This design comes from an exercise in tuning for small area, a short achievable clock period and few clock cycles on the open sky130 flow, not from production work.
Only simulation tests tie the RTL to the original design; equivalence was not proved.
Power figures rest on the tool's default switching activity, not on a simulated workload.

v29:
Design usb_audio_unpack_volume, start of the top module:
module usb_audio_unpack_volume (
  input  wire logic               clk,
  input  wire logic               rst_n,
  input  wire logic               in_valid,
  output logic                    in_stall,
  input  wire logic [7:0]         in_data_byte,
  input  wire logic               in_last_byte,
  output logic                    out_valid,
  input  wire logic               out_stall,
  output logic signed [31:0]      out_left_sample,
  output logic signed [31:0]      out_right_sample,
  output logic                    out_last_frame,
  input  wire logic               cfg_wr_en,
  input  wire logic [1:0]         cfg_index,
  input  wire logic [15:0]        cfg_data
);
  logic             in_stall_r;
  logic             emit;
  logic             emit_here;
  logic             e_acc, l_acc, e_no, l_no;
  logic             free_ahead;
  logic             held_free_ahead;
  logic             accept;
  logic [31:0]      frm_left;
  logic [31:0]      frm_right;
  logic             frm_last;
  logic [1:0]       frm_res_l;
  logic [1:0]       frm_res_r;
  logic [6:0]       idx_l;
  logic [6:0]       idx_r;
  always_ff @(posedge clk) begin
    if (!rst_n) begin
      in_stall_r <= 1'b0;
    end else begin
      if (accept) in_stall_r <= !emit_here && (e_acc && !free_ahead || l_acc && !held_free_ahead);
      else        in_stall_r <= e_no && !free_ahead || l_no && !held_free_ahead;
    end
  end
  assign in_stall = in_stall_r;
  assign accept   = in_valid && !in_stall_r;
  uavol_unpack u_unpack (
    .clk          (clk),
    .rst_n        (rst_n),
    .in_valid     (in_valid),
    .in_stall     (in_stall_r),
    .in_data_byte (in_data_byte),
    .in_last_byte (in_last_byte),
    .cfg_wr_en    (cfg_wr_en),
    .cfg_index    (cfg_index),
    .cfg_data     (cfg_data),
    .emit         (emit),
    .emit_here    (emit_here),
    .e_acc        (e_acc),
    .l_acc        (l_acc),
    .e_no         (e_no),
    .l_no         (l_no),
    .frm_left     (frm_left),
    .frm_right    (frm_right),
    .frm_last     (frm_last),
    .frm_res_l    (frm_res_l),
    .frm_res_r    (frm_res_r),
    .idx_l        (idx_l),
    .idx_r        (idx_r)
  );
  ...
export LEC_CHECK = 0
export CAP_MARGIN = 20
export CORE_MARGIN = 2
export CORE_UTILIZATION = 40
export CTS_BUF_LIST = sky130_fd_sc_hd__clkbuf_8
export CTS_CLUSTER_SIZE = 30
export SETUP_SLACK_MARGIN = 5
export SLEW_MARGIN = 20
create_clock -name core_clock -period 10.0 [get_ports {clk}]
standard.sh (not shown) runs the stock make flow with config.mk's settings and CLKGATE_MAP_FILE= SYNTH_SCRIPT=/design/flow/synth_recipe.tcl, a recipe that flattens the netlist after the stock synthesis.
==> flow/flow/run.sh <==
#!/bin/bash
set -euo pipefail
bash standard.sh SETUP_SLACK_MARGIN=6.75 "BUFFER_PORTS_ARGS=-buffer_cell sky130_fd_sc_hd__buf_1" finish > standard_make.log 2>&1
The final layout from v29, which completed every stage, passed the timing, design-rule and antenna checks at the end of the flow.
Testbench counts of v29, summed over its fixed seeds: cycles 19,044.
The inputs of v52 differ from those of v29 as listed below.
==> flow/flow/run.sh <==
#!/bin/bash
set -euo pipefail
bash standard.sh SETUP_SLACK_MARGIN=6.9 "BUFFER_PORTS_ARGS=-buffer_cell sky130_fd_sc_hd__buf_1" finish > standard_make.log 2>&1
==> comparison <==
- In v52, utilization is higher than in v29.
- Lower design area goes to v29 over v52.
- Per the comparison of v52 with v29, final critical-path required period went up, design internal power climbed 41 µW, wire length after detailed routing has increased, final worst setup slack lost 0.041 ns, sequential fraction of design power moved down.
- Between v29 and v52, the combinational power share does not differ in any meaningful way.
- v52 finished end to end and its layout was clean on timing, DRC and antenna.
The following lists how v18 was set up differently from v52:
==> flow/flow/run.sh <==
#!/bin/bash
set -euo pipefail
bash standard.sh SETUP_SLACK_MARGIN=7 "BUFFER_PORTS_ARGS=-buffer_cell sky130_fd_sc_hd__buf_1" finish > standard_make.log 2>&1
Notes after the runs:
[v18] layout cell share with drive strength beyond 1 rose 5.9 points relative to v52. The total via count in the routed design of v18 exceeds that of v52 by 815. Of v52 and v18, the lower post-layout worst setup margin belongs to v52. v18 vs. v52: clock-buffer cell count shrank by about 5.4%, fraction of area in registers shrank by 1.5 points, global-route wire length before repair grew by about 4%. The instance area after placement on v18 is in line with that on v52. Largest driver fanout on the critical path ended up 3 higher on v18 than on v52. Looking at fraction of power spent switching nets, v18 sits above v52. The higher cell depth of the worst setup path of v52 and v18 is in v18. First-pass iteration count of the detailed router (v18 over v52): decrease, 1.
For v19, these inputs were changed with respect to v18:
==> flow/flow/run.sh <==
#!/bin/bash
set -euo pipefail
bash standard.sh SETUP_SLACK_MARGIN=6.5 "BUFFER_PORTS_ARGS=-buffer_cell sky130_fd_sc_hd__buf_1" finish > standard_make.log 2>&1
Findings:
- Area: v19 vs v18 -> v19 smaller
- Summary of v19 over v18: clock tree skew after final layout rose by 0.032 ns; sequential cell fraction of total power fell by 1.7 points; antenna diode count rose by 1; detailed route wirelength on metal2 fell by 2.5 mm.
- Compared with v18, v19 has less setup slack.
- Between v18 and v19, the flow reports first-iteration DRC count decreasing by more than 10%.
- Compared with v18, v19 shows sequential share of layout area higher by 2.5 points.
- Fmax | v19 vs v18 | v19 slower

[re-timing with driven ports]
How much do the figures lean on ideal ports? The routed layouts below were timed once more, with nothing changed but the port constraints.
Step 1 assumes that a clkbuf_16 drives the clock port and a buf_2 every other input.
Step 2, shift: input delay + t, output delay - t, t = (earliest + latest rising clock arrival at the registers) / 2. This alone moves slack from input paths to output paths.
Three values: ideal ports, drivers, drivers and shift; two values: the first two.
| run | t (ns) | setup WS [ns] | clock arrival spread, ns | worst slew at a driven data input, ns | cell pins on the clock port's net |
|---|---|---|---|---|---|
| v29 | 0.736 | 6.792 / 6.730 / 6.120 | 0.058 / 0.057 | 0.07 | 1 |
| v52 | 0.713 | 6.750 / 6.691 / 6.203 | 0.036 / 0.036 | 0.07 | 1 |
| v18 | 0.718 | 6.787 / 6.732 / 6.176 | 0.031 / 0.031 | 0.05 | 1 |
| v19 | 0.714 | 6.577 / 6.577 / 5.933 | 0.058 / 0.058 | 0.07 | 1 |
After both steps every run listed still meets setup and hold. The setup slack of v29, which loses most, moves by -0.062 ns with the drivers and by -0.672 ns with both steps.
